What follows belongs to an exercise in optimizing a design on an open flow for small area; a production flow would make more cautious choices. Only simulation tests tie the RTL to the original design; equivalence was not proved. The clock port is modelled as an ideal driver; clocking choices that lean on that would not hold on a real chip.

==> inputs of build 88 <==
==> flow/design.v (excerpt) <==
module ddr_traffic_driver #(
  parameter int MAX_ROW  = 3,
  parameter int MAX_COL  = 16,
  parameter int MAX_BANK = 3
) (
  input  logic                        clk,
  input  logic                        reset_n,
  input  logic                        local_ready,
  input  logic                        local_wdata_req,
  input  logic                        local_rdata_valid,
  input  ddr_traffic_pkg::data_word_t local_rdata,
  output ddr_traffic_pkg::mem_addr_t  local_addr,
  output logic                        local_write_req,
  output logic                        local_read_req,
  output ddr_traffic_pkg::data_word_t local_wdata,
  output ddr_traffic_pkg::byte_en_t   local_be,
  output ddr_traffic_pkg::byte_en_t   pnf_per_byte,
  output logic                        pnf_persist,
  output logic                        test_complete,
  output logic [7:0]                  test_status
);
==> module ddr_addr_gen, before the edit <==
module ddr_addr_gen #(
  parameter int MAX_ROW  = 3,
  parameter int MAX_COL  = 16,
  parameter int MAX_BANK = 3
) (
  input  logic                        clk,
  input  logic                        reset_n,
  input  logic                        local_ready,
  input  logic                        write_req,
  input  logic                        read_req,
  input  logic                        active,
  input  logic                        reset_address,
  input  ddr_traffic_pkg::test_mode_t test,
  output ddr_traffic_pkg::mem_addr_t  addr,
  output logic                        reached_max
);
  logic [1:0] bank;
  logic [4:0] pos;       
  logic [4:0] step;      
  logic       walk;
  logic       advance;
  logic [12:0] walk_row;
  logic [6:0]  walk_col;
  assign walk    = test[1];    
  assign advance = local_ready && (write_req || read_req) && active;
  assign step    = {pos[2:0], bank};
  assign reached_max = walk ? (step >= 5'd27) : (pos[4:2] == 3'b111) && (bank == 2'd3);
  always_comb
  begin
    for (int i = 0; i < 13; i++)
      walk_row[i] = (step == 5'(i + 1)) || ((step >= 5'd14) && (step != 5'(i + 14)));
    for (int m = 0; m < 7; m++)
      walk_col[m] = (step == 5'(m + 1)) || ((m + 8 <= 13) && (step == 5'(m + 8))) ||
                    ((step >= 5'd14) && (step != 5'(m + 14)) && !((m + 21 <= 26) && (step == 5'(m + 21))));
  end
  assign addr.bank = bank;
  assign addr.row  = walk ? walk_row : {11'd0, pos[4:3]};
  assign addr.col  = walk ? {walk_col, 2'b00} : {4'd0, pos[2:0], 2'b00};
  always_ff @(posedge clk or negedge reset_n)
  begin
    if (!reset_n)
    begin
      bank <= '0;
      pos  <= '0;
    end
    else if (reset_address)
    begin
      bank <= '0;
      pos  <= '0;
    end
    else if (advance)
    begin
      if (walk)
        {pos[2:0], bank} <= step ^ {&step[3:0], &step[2:0], &step[1:0], step[0], 1'b1};
      else if (pos[2] == 1'b1)
      begin
        pos[2:0] <= '0;
        pos[4:3] <= pos[4:3] ^ {pos[3], 1'b1};
        if (pos[4:3] == 2'd3)
          bank <= bank ^ {bank[0], 1'b1};
      end
      else
        pos[2:0] <= pos[2:0] ^ {&pos[1:0], pos[0], 1'b1};
    end
  end
endmodule
clock: 5.0 ns
lec_check: 0
abc_area: 1
cap_margin: 20
core_margin: 2
core_utilization: 55
cts_buf_list: sky130_fd_sc_hd__clkbuf_8 sky130_fd_sc_hd__clkbuf_4
slew_margin: 20
standard.sh (not shown) runs the stock make flow with config.mk's settings and CLKGATE_MAP_FILE= SYNTH_SCRIPT=/design/flow/synth_recipe.tcl, a recipe that flattens the netlist after the stock synthesis.
==> flow/flow/run.sh <==
#!/bin/bash
# The standard layout with three changes: synthesis maps the logic with an area-oriented ABC
# script (flow/abc_map.script) and without Yosys's half/full adder extraction, and the port
# buffers use the smallest buffer.
set -euo pipefail
export MY_ABC_SCRIPT="$PWD/flow/abc_map.script"
export BUFFER_PORTS_ARGS="-buffer_cell sky130_fd_sc_hd__buf_1"
bash standard.sh "SYNTH_SCRIPT=$PWD/flow/synth.tcl" "ADDER_MAP_FILE=" finish > standard.log 2>&1
==> flow/flow/abc_map.script <==
strash
&get -n
&dch -f
&nf -R 1000
&put
topo
==> flow/flow/synth.tcl <==
# The standard flow's synthesis script (synth_recipe.tcl), with an area-oriented ABC script for the
# technology mapping of the logic between the registers
proc synth {args} { yosys synth -nofsm -noshare {*}$args }
proc abc {args} {
  set i [lsearch -exact $args -script]
  if {$i >= 0} { set args [lreplace $args $i [expr {$i + 1}] -script $::env(MY_ABC_SCRIPT)] }
  yosys abc {*}$args
}
source $::env(SCRIPTS_DIR)/synth.tcl
# left out here: clear keep_hierarchy, flatten, clean up, hide names made inside functions, write 1_2_yosys.v
==> trial 77: changes against build 88 <==
--- a/flow/design.v
+++ b/flow/design.v
@@ -224,24 +224,28 @@
   output ddr_traffic_pkg::mem_addr_t  addr,
   output logic                        reached_max
 );
-  logic [1:0] bank;
-  logic [4:0] pos;       
-  logic [4:0] step;      
-  logic       walk;
-  logic       advance;
+  logic [1:0]  bank;
+  logic [4:0]  pos;      
+  logic        walk;
+  logic        advance;
+  logic        phase;
+  logic [3:0]  u;
+  logic [13:1] hit;
   logic [12:0] walk_row;
   logic [6:0]  walk_col;
   assign walk    = test[1];    
   assign advance = local_ready && (write_req || read_req) && active;
-  assign step    = {pos[2:0], bank};
-  assign reached_max = walk ? (step >= 5'd27) : (pos[4:2] == 3'b111) && (bank == 2'd3);
+  assign phase   = pos[4];
+  assign u       = pos[3:0];
+  assign reached_max = walk ? (phase && (u[3:1] == 3'b111)) : (pos[4:2] == 3'b111) && (bank == 2'd3);
   always_comb
   begin
+    for (int i = 1; i <= 13; i++)
+      hit[i] = (u == 4'(i));
     for (int i = 0; i < 13; i++)
-      walk_row[i] = (step == 5'(i + 1)) || ((step >= 5'd14) && (step != 5'(i + 14)));
+      walk_row[i] = phase ^ hit[i + 1];
     for (int m = 0; m < 7; m++)
-      walk_col[m] = (step == 5'(m + 1)) || ((m + 8 <= 13) && (step == 5'(m + 8))) ||
-                    ((step >= 5'd14) && (step != 5'(m + 14)) && !((m + 21 <= 26) && (step == 5'(m + 21))));
+      walk_col[m] = phase ^ (hit[m + 1] || ((m <= 5) && hit[m + 8 > 13 ? 13 : m + 8]));
   end
   assign addr.bank = bank;
   assign addr.row  = walk ? walk_row : {11'd0, pos[4:3]};
@@ -261,7 +265,13 @@
     else if (advance)
     begin
       if (walk)
-        {pos[2:0], bank} <= step ^ {&step[3:0], &step[2:0], &step[1:0], step[0], 1'b1};
+      begin
+        bank <= bank ^ {bank[0], 1'b1};
+        if (!phase && (u == 4'd13))
+          pos <= 5'b10001;
+        else
+          pos[3:0] <= u ^ {&u[2:0], &u[1:0], u[0], 1'b1};
+      end
       else if (pos[2] == 1'b1)
       begin
         pos[2:0] <= '0;
==> flow/flow/run.sh (replaced) <==
#!/bin/bash
# The standard layout with these changes: synthesis maps the logic with an area-oriented ABC
# script (flow/abc_map.script) and without Yosys's half/full adder extraction, the port
# buffers use the smallest buffer, and clock tree synthesis adds no dummy loads.
set -euo pipefail
export MY_ABC_SCRIPT="$PWD/flow/abc_map.script"
export BUFFER_PORTS_ARGS="-buffer_cell sky130_fd_sc_hd__buf_1"
export CTS_ARGS="-sink_clustering_enable -repair_clock_nets -buf_list {sky130_fd_sc_hd__clkbuf_8 sky130_fd_sc_hd__clkbuf_4} -dont_use_dummy_load"
bash standard.sh "SYNTH_SCRIPT=$PWD/flow/synth.tcl" "ADDER_MAP_FILE=" finish > standard.log 2>&1
==> flow/flow/abc_map.script (replaced) <==
strash
&get -n
&dch -f
&nf -R 1000
&put
strash
dch -f
amap
--- a/flow/config.mk
+++ b/flow/config.mk
@@ -8,6 +8,6 @@
 export ABC_AREA = 1
 export CAP_MARGIN = 20
 export CORE_MARGIN = 2
-export CORE_UTILIZATION = 55
+export CORE_UTILIZATION = 62
 export CTS_BUF_LIST = sky130_fd_sc_hd__clkbuf_8 sky130_fd_sc_hd__clkbuf_4
 export SLEW_MARGIN = 20
==> run notes <==
- Of build 88 and trial 77, build 88 has the higher register-to-register slack (gap 0.49 ns).
- Of trial 77 and build 88, trial 77 has the higher clock skew (gap 0.022 ns).
- Flip-flop and latch count is the same in build 88 and trial 77.
- Between build 88 and trial 77, the lower global-route usage is in build 88 (gap 10 points).
- Against build 88, the sequential share of layout area of trial 77 is higher by 0.93 points.
- Against trial 77, the maximum frequency of build 88 is higher by about 9%.
- In trial 77 the synthesized cell count is larger than in build 88, by 9.6%.

========
==> v31: inputs <==
ddr_traffic_driver with an RTL version that a note above also has.
Settings: LEC_CHECK=0, ABC_AREA=1, CAP_MARGIN=20, CORE_MARGIN=2, CORE_UTILIZATION=55, CTS_BUF_LIST=sky130_fd_sc_hd__clkbuf_8 sky130_fd_sc_hd__clkbuf_4, SLEW_MARGIN=20; clock period 5.0 ns.
==> flow/flow/run.sh <==
#!/bin/bash
# The standard layout with these changes: synthesis maps the logic with an area-oriented ABC
# script (flow/abc_map.script) and without Yosys's half/full adder extraction, the port
# buffers use the smallest buffer, clock tree synthesis adds no dummy loads, and after clock
# tree synthesis gates on paths with slack to spare are downsized (flow/post_cts.tcl).
set -euo pipefail
export MY_ABC_SCRIPT="$PWD/flow/abc_map.script"
export BUFFER_PORTS_ARGS="-buffer_cell sky130_fd_sc_hd__buf_1"
export CTS_ARGS="-sink_clustering_enable -repair_clock_nets -buf_list {sky130_fd_sc_hd__clkbuf_8 sky130_fd_sc_hd__clkbuf_4} -dont_use_dummy_load"
export POST_CTS_TCL="$PWD/flow/post_cts.tcl"
bash standard.sh "SYNTH_SCRIPT=$PWD/flow/synth.tcl" "ADDER_MAP_FILE=" finish > standard.log 2>&1
==> flow/flow/abc_map.script <==
strash
&get -n
&dch -f
&nf -R 1000
&put
strash
dch -f
amap
==> flow/flow/post_cts.tcl <==
# After clock tree synthesis: downsize gates on paths that have slack to spare, then legalize.
estimate_parasitics -placement
repair_timing -recover_power 100 -verbose
detailed_placement
check_placement -verbose
estimate_parasitics -placement
report_worst_slack
Scripts as last shown in full above: flow/flow/synth.tcl
==> v28: changes against v31 <==
--- a/flow/design.v
+++ b/flow/design.v
@@ -47,23 +47,16 @@
   always_ff @(posedge clk)
   begin
     if (reset_be)
       lane <= '0;
     else if (be_step)
-      lane <= lane ^ {&lane[2:0], &lane[1:0], lane[0], 1'b1};
+      lane <= lane + 4'd1;
   end
-  logic [3:0] lo;
-  logic [3:0] hi;
   always_comb
   begin
-    for (int i = 0; i < 4; i++)
-    begin
-      lo[i] = (lane[1:0] == 2'(i));
-      hi[i] = (lane[3:2] == 2'(i));
-    end
     for (int i = 0; i < ddr_traffic_pkg::DATA_BYTES; i++)
-      be[i] = all_ones || (lo[i % 4] && hi[i / 4]);
+      be[i] = all_ones || (lane == 4'(i));
   end
 endmodule
 `timescale 1ns/1ps
 module ddr_test_sequencer (
   input  logic                        clk,
@@ -122,29 +115,20 @@
   assign test_complete = (state == s_start_done);
   assign read_phase    = (state == s_read1) || (state == s_read) || (state == s_rdrain);
   assign accept  = (write_req | read_req) & local_ready;
   assign strobe  = read_phase ? local_rdata_valid : local_wdata_req;
   assign drained = (remaining == '0);
-  logic       count_up;
-  logic       count_step;
-  logic [6:0] toggle;
-  assign count_up   = accept && !strobe;
-  assign count_step = count_up || (!accept && strobe && !drained);
-  always_comb
-  begin
-    toggle[0] = count_step;
-    for (int i = 1; i < 7; i++)
-      toggle[i] = toggle[i-1] && (remaining[i-1] == count_up);
-  end
   always_ff @(posedge clk or negedge reset_n)
   begin
     if (!reset_n)
       remaining <= '0;
     else if ((state == s_select0) || (state == s_select1))
       remaining <= '0;
-    else
-      remaining <= remaining ^ toggle;
+    else if (accept && !strobe)
+      remaining <= remaining + 7'd1;
+    else if (!accept && strobe && !drained)
+      remaining <= remaining - 7'd1;
   end
   always_ff @(posedge clk or negedge reset_n)
   begin
     if (!reset_n)
     begin
@@ -222,32 +206,28 @@
   input  logic                        reset_address,
   input  ddr_traffic_pkg::test_mode_t test,
   output ddr_traffic_pkg::mem_addr_t  addr,
   output logic                        reached_max
 );
-  logic [1:0]  bank;
-  logic [4:0]  pos;      
-  logic        walk;
-  logic        advance;
-  logic        phase;
-  logic [3:0]  u;
-  logic [13:1] hit;
+  logic [1:0] bank;
+  logic [4:0] pos;       
+  logic [4:0] step;      
+  logic       walk;
+  logic       advance;
   logic [12:0] walk_row;
   logic [6:0]  walk_col;
   assign walk    = test[1];    
   assign advance = local_ready && (write_req || read_req) && active;
-  assign phase   = pos[4];
-  assign u       = pos[3:0];
-  assign reached_max = walk ? (phase && (u[3:1] == 3'b111)) : (pos[4:2] == 3'b111) && (bank == 2'd3);
+  assign step    = {pos[2:0], bank};
+  assign reached_max = walk ? (step >= 5'd27) : (pos == 5'b11100) && (bank == 2'd3);
   always_comb
   begin
-    for (int i = 1; i <= 13; i++)
-      hit[i] = (u == 4'(i));
     for (int i = 0; i < 13; i++)
-      walk_row[i] = phase ^ hit[i + 1];
+      walk_row[i] = (step == 5'(i + 1)) || ((step >= 5'd14) && (step != 5'(i + 14)));
     for (int m = 0; m < 7; m++)
-      walk_col[m] = phase ^ (hit[m + 1] || ((m <= 5) && hit[m + 8 > 13 ? 13 : m + 8]));
+      walk_col[m] = (step == 5'(m + 1)) || ((m + 8 <= 13) && (step == 5'(m + 8))) ||
+                    ((step >= 5'd14) && (step != 5'(m + 14)) && !((m + 21 <= 26) && (step == 5'(m + 21))));
   end
   assign addr.bank = bank;
   assign addr.row  = walk ? walk_row : {11'd0, pos[4:3]};
   assign addr.col  = walk ? {walk_col, 2'b00} : {4'd0, pos[2:0], 2'b00};
   always_ff @(posedge clk or negedge reset_n)
@@ -263,26 +243,20 @@
       pos  <= '0;
     end
     else if (advance)
     begin
       if (walk)
-      begin
-        bank <= bank ^ {bank[0], 1'b1};
-        if (!phase && (u == 4'd13))
-          pos <= 5'b10001;
-        else
-          pos[3:0] <= u ^ {&u[2:0], &u[1:0], u[0], 1'b1};
-      end
-      else if (pos[2] == 1'b1)
+        {pos[2:0], bank} <= step + 5'd1;
+      else if (pos[2:0] == 3'd4)
       begin
         pos[2:0] <= '0;
-        pos[4:3] <= pos[4:3] ^ {pos[3], 1'b1};
+        pos[4:3] <= pos[4:3] + 2'd1;
         if (pos[4:3] == 2'd3)
-          bank <= bank ^ {bank[0], 1'b1};
+          bank <= bank + 2'd1;
       end
       else
-        pos[2:0] <= pos[2:0] ^ {&pos[1:0], pos[0], 1'b1};
+        pos[2:0] <= pos[2:0] + 3'd1;
     end
   end
 endmodule
 `timescale 1ns/1ps
 module ddr_data_gen (
@@ -581,12 +555,11 @@
   logic     persist_pre;
   logic     persist_hold;
   always_comb
   begin
     for (int lane = 0; lane < ddr_traffic_pkg::DATA_BYTES; lane++)
-      compare[lane] = be[lane] ? (expected[8*lane +: 8] == local_rdata[8*lane +: 8]) :
-                                 (local_rdata[8*lane +: 8] == 8'd0);
+      compare[lane] = ((expected[8*lane +: 8] & {8{be[lane]}}) == local_rdata[8*lane +: 8]);
   end
   assign persist_hold = rdata_seen_d2 ? persist_pre : 1'b1;
   always_ff @(posedge clk)
     compare_reg <= compare;
   always_ff @(posedge clk or negedge reset_n)
==> flow/flow/run.sh (replaced) <==
#!/bin/bash
# The standard layout with two changes: synthesis maps the logic with an area-oriented ABC
# script (flow/abc_map.script), and the port buffers use the smallest buffer.
set -euo pipefail
export MY_ABC_SCRIPT="$PWD/flow/abc_map.script"
export BUFFER_PORTS_ARGS="-buffer_cell sky130_fd_sc_hd__buf_1"
bash standard.sh "SYNTH_SCRIPT=$PWD/flow/synth.tcl" finish > standard.log 2>&1
==> flow/flow/abc_map.script (replaced) <==
strash
&get -n
&dch -f
&nf -R 1000
&put
topo
removed: flow/flow/post_cts.tcl
==> v35: changes against v31 <==
--- a/flow/design.v
+++ b/flow/design.v
@@ -47,23 +47,16 @@
   always_ff @(posedge clk)
   begin
     if (reset_be)
       lane <= '0;
     else if (be_step)
-      lane <= lane ^ {&lane[2:0], &lane[1:0], lane[0], 1'b1};
+      lane <= lane + 4'd1;
   end
-  logic [3:0] lo;
-  logic [3:0] hi;
   always_comb
   begin
-    for (int i = 0; i < 4; i++)
-    begin
-      lo[i] = (lane[1:0] == 2'(i));
-      hi[i] = (lane[3:2] == 2'(i));
-    end
     for (int i = 0; i < ddr_traffic_pkg::DATA_BYTES; i++)
-      be[i] = all_ones || (lo[i % 4] && hi[i / 4]);
+      be[i] = all_ones || (lane == 4'(i));
   end
 endmodule
 `timescale 1ns/1ps
 module ddr_test_sequencer (
   input  logic                        clk,
@@ -122,29 +115,20 @@
   assign test_complete = (state == s_start_done);
   assign read_phase    = (state == s_read1) || (state == s_read) || (state == s_rdrain);
   assign accept  = (write_req | read_req) & local_ready;
   assign strobe  = read_phase ? local_rdata_valid : local_wdata_req;
   assign drained = (remaining == '0);
-  logic       count_up;
-  logic       count_step;
-  logic [6:0] toggle;
-  assign count_up   = accept && !strobe;
-  assign count_step = count_up || (!accept && strobe && !drained);
-  always_comb
-  begin
-    toggle[0] = count_step;
-    for (int i = 1; i < 7; i++)
-      toggle[i] = toggle[i-1] && (remaining[i-1] == count_up);
-  end
   always_ff @(posedge clk or negedge reset_n)
   begin
     if (!reset_n)
       remaining <= '0;
     else if ((state == s_select0) || (state == s_select1))
       remaining <= '0;
-    else
-      remaining <= remaining ^ toggle;
+    else if (accept && !strobe)
+      remaining <= remaining + 7'd1;
+    else if (!accept && strobe && !drained)
+      remaining <= remaining - 7'd1;
   end
   always_ff @(posedge clk or negedge reset_n)
   begin
     if (!reset_n)
     begin
@@ -222,32 +206,28 @@
   input  logic                        reset_address,
   input  ddr_traffic_pkg::test_mode_t test,
   output ddr_traffic_pkg::mem_addr_t  addr,
   output logic                        reached_max
 );
-  logic [1:0]  bank;
-  logic [4:0]  pos;      
-  logic        walk;
-  logic        advance;
-  logic        phase;
-  logic [3:0]  u;
-  logic [13:1] hit;
+  logic [1:0] bank;
+  logic [4:0] pos;       
+  logic [4:0] step;      
+  logic       walk;
+  logic       advance;
   logic [12:0] walk_row;
   logic [6:0]  walk_col;
   assign walk    = test[1];    
   assign advance = local_ready && (write_req || read_req) && active;
-  assign phase   = pos[4];
-  assign u       = pos[3:0];
-  assign reached_max = walk ? (phase && (u[3:1] == 3'b111)) : (pos[4:2] == 3'b111) && (bank == 2'd3);
+  assign step    = {pos[2:0], bank};
+  assign reached_max = walk ? (step >= 5'd27) : (pos == 5'b11100) && (bank == 2'd3);
   always_comb
   begin
-    for (int i = 1; i <= 13; i++)
-      hit[i] = (u == 4'(i));
     for (int i = 0; i < 13; i++)
-      walk_row[i] = phase ^ hit[i + 1];
+      walk_row[i] = (step == 5'(i + 1)) || ((step >= 5'd14) && (step != 5'(i + 14)));
     for (int m = 0; m < 7; m++)
-      walk_col[m] = phase ^ (hit[m + 1] || ((m <= 5) && hit[m + 8 > 13 ? 13 : m + 8]));
+      walk_col[m] = (step == 5'(m + 1)) || ((m + 8 <= 13) && (step == 5'(m + 8))) ||
+                    ((step >= 5'd14) && (step != 5'(m + 14)) && !((m + 21 <= 26) && (step == 5'(m + 21))));
   end
   assign addr.bank = bank;
   assign addr.row  = walk ? walk_row : {11'd0, pos[4:3]};
   assign addr.col  = walk ? {walk_col, 2'b00} : {4'd0, pos[2:0], 2'b00};
   always_ff @(posedge clk or negedge reset_n)
@@ -263,26 +243,20 @@
       pos  <= '0;
     end
     else if (advance)
     begin
       if (walk)
-      begin
-        bank <= bank ^ {bank[0], 1'b1};
-        if (!phase && (u == 4'd13))
-          pos <= 5'b10001;
-        else
-          pos[3:0] <= u ^ {&u[2:0], &u[1:0], u[0], 1'b1};
-      end
-      else if (pos[2] == 1'b1)
+        {pos[2:0], bank} <= step + 5'd1;
+      else if (pos[2:0] == 3'd4)
       begin
         pos[2:0] <= '0;
-        pos[4:3] <= pos[4:3] ^ {pos[3], 1'b1};
+        pos[4:3] <= pos[4:3] + 2'd1;
         if (pos[4:3] == 2'd3)
-          bank <= bank ^ {bank[0], 1'b1};
+          bank <= bank + 2'd1;
       end
       else
-        pos[2:0] <= pos[2:0] ^ {&pos[1:0], pos[0], 1'b1};
+        pos[2:0] <= pos[2:0] + 3'd1;
     end
   end
 endmodule
 `timescale 1ns/1ps
 module ddr_data_gen (
@@ -581,12 +555,11 @@
   logic     persist_pre;
   logic     persist_hold;
   always_comb
   begin
     for (int lane = 0; lane < ddr_traffic_pkg::DATA_BYTES; lane++)
-      compare[lane] = be[lane] ? (expected[8*lane +: 8] == local_rdata[8*lane +: 8]) :
-                                 (local_rdata[8*lane +: 8] == 8'd0);
+      compare[lane] = ((expected[8*lane +: 8] & {8{be[lane]}}) == local_rdata[8*lane +: 8]);
   end
   assign persist_hold = rdata_seen_d2 ? persist_pre : 1'b1;
   always_ff @(posedge clk)
     compare_reg <= compare;
   always_ff @(posedge clk or negedge reset_n)
==> flow/flow/run.sh (replaced) <==
#!/bin/bash
# The standard layout, with the smallest buffer for the port buffers.
set -euo pipefail
export BUFFER_PORTS_ARGS="-buffer_cell sky130_fd_sc_hd__buf_1"
bash standard.sh > standard.log 2>&1
removed: flow/flow/abc_map.script
removed: flow/flow/post_cts.tcl
removed: flow/flow/synth.tcl
==> run notes <==
Status: v35 no timing/DRC/antenna violations; v31 no timing/DRC/antenna violations; v28 no timing/DRC/antenna violations
Post-Syn Area: v35 9819 um2; v31 7124 um2; v28 7846 um2
End point of the worst hold path: v35 u_read_checker.pnf_per_byte[1]; v31 u_read_checker.rdata_seen_d2; v28 u_read_checker.pnf_per_byte[12]
Tmin final: v35 4.513 ns; v31 4.851 ns; v28 4.545 ns
Fraction of area in registers: v35 20.95%; v31 26.71%; v28 24.54%
Data buffer area share: v35 11.98%; v31 16.17%; v28 14.68%
Worst skew pair latency: v35 0.39 ns; v31 0.38 ns; v28 0.39 ns
Instance area at placement: v35 11050 um2; v31 8723 um2; v28 9427 um2
Wire length on met3: v35 4.391 mm; v31 4.338 mm; v28 2.583 mm
Critical Path Fanout Max: v35 13; v31 12; v28 15
Net count reported at finish: v35 2024; v31 1490; v28 1480
Cells on worst reg2reg path: v35 12; v31 15; v28 7
Final Cycle Share: v35 90.25%; v31 97.02%; v28 90.89%
Slowest cell on crit path: v35 sky130_fd_sc_hd__dfrtp_1; v31 sky130_fd_sc_hd__clkbuf_1; v28 sky130_fd_sc_hd__dfrtp_1
Achievable Freq: v35 0.2216 GHz; v31 0.2062 GHz; v28 0.2200 GHz
Most repeated cell in the gate-level netlist after synthesis: v35 sky130_fd_sc_hd__nand2_1; v31 sky130_fd_sc_hd__nor2_1; v28 sky130_fd_sc_hd__nor2_1
Leading cell type in the layout, fill and taps excluded: v35 sky130_fd_sc_hd__nand2_1; v31 sky130_fd_sc_hd__buf_1; v28 sky130_fd_sc_hd__buf_1
Number of non-clock inverters in the layout: v35 169; v31 99; v28 29
Routability-driven placement congestion ratio: v35 1.044; v31 1.120; v28 0.9947
Count of routing violations after the opening detailed-route iteration: v35 1335; v31 1528; v28 918

==> re-timing with driven ports <==
In the flow no input, the clock included, has a driving cell. The finished layouts below were timed again as built, in two steps.
Step 1 sets driving cells, clkbuf_16 on the clock port and buf_2 on the other inputs (assumed; they add their load-dependent delay and slew).
Step 2 times the ports against the registers' clock, not the clock port: input delays grow and output delays shrink by t, the midpoint of the rising clock arrivals with the driver on.
Three values: ideal, step 1, step 2; two values: the first two.
run	t (ns)	slack for setup (ns)	hold slack, ns	latest minus earliest clock arrival (ns)	pins driven straight from the clock port
build 88	0.399	0.646 / 0.608 / 1.007	0.378 / 0.378 / 0.378	0.012 / 0.011	1
trial 77	0.389	0.254 / 0.219 / 0.608	0.353 / 0.353 / 0.353	0.032 / 0.032	1
v31	0.402	0.149 / 0.106 / 0.509	0.374 / 0.374 / 0.374	0.033 / 0.033	1
v28	0.421	0.455 / 0.416 / 0.837	0.369 / 0.369 / 0.369	0.012 / 0.012	1
v35	0.425	0.487 / 0.443 / 0.869	0.369 / 0.369 / 0.369	0.016 / 0.015	1
After both steps setup and hold are still met in every run listed.
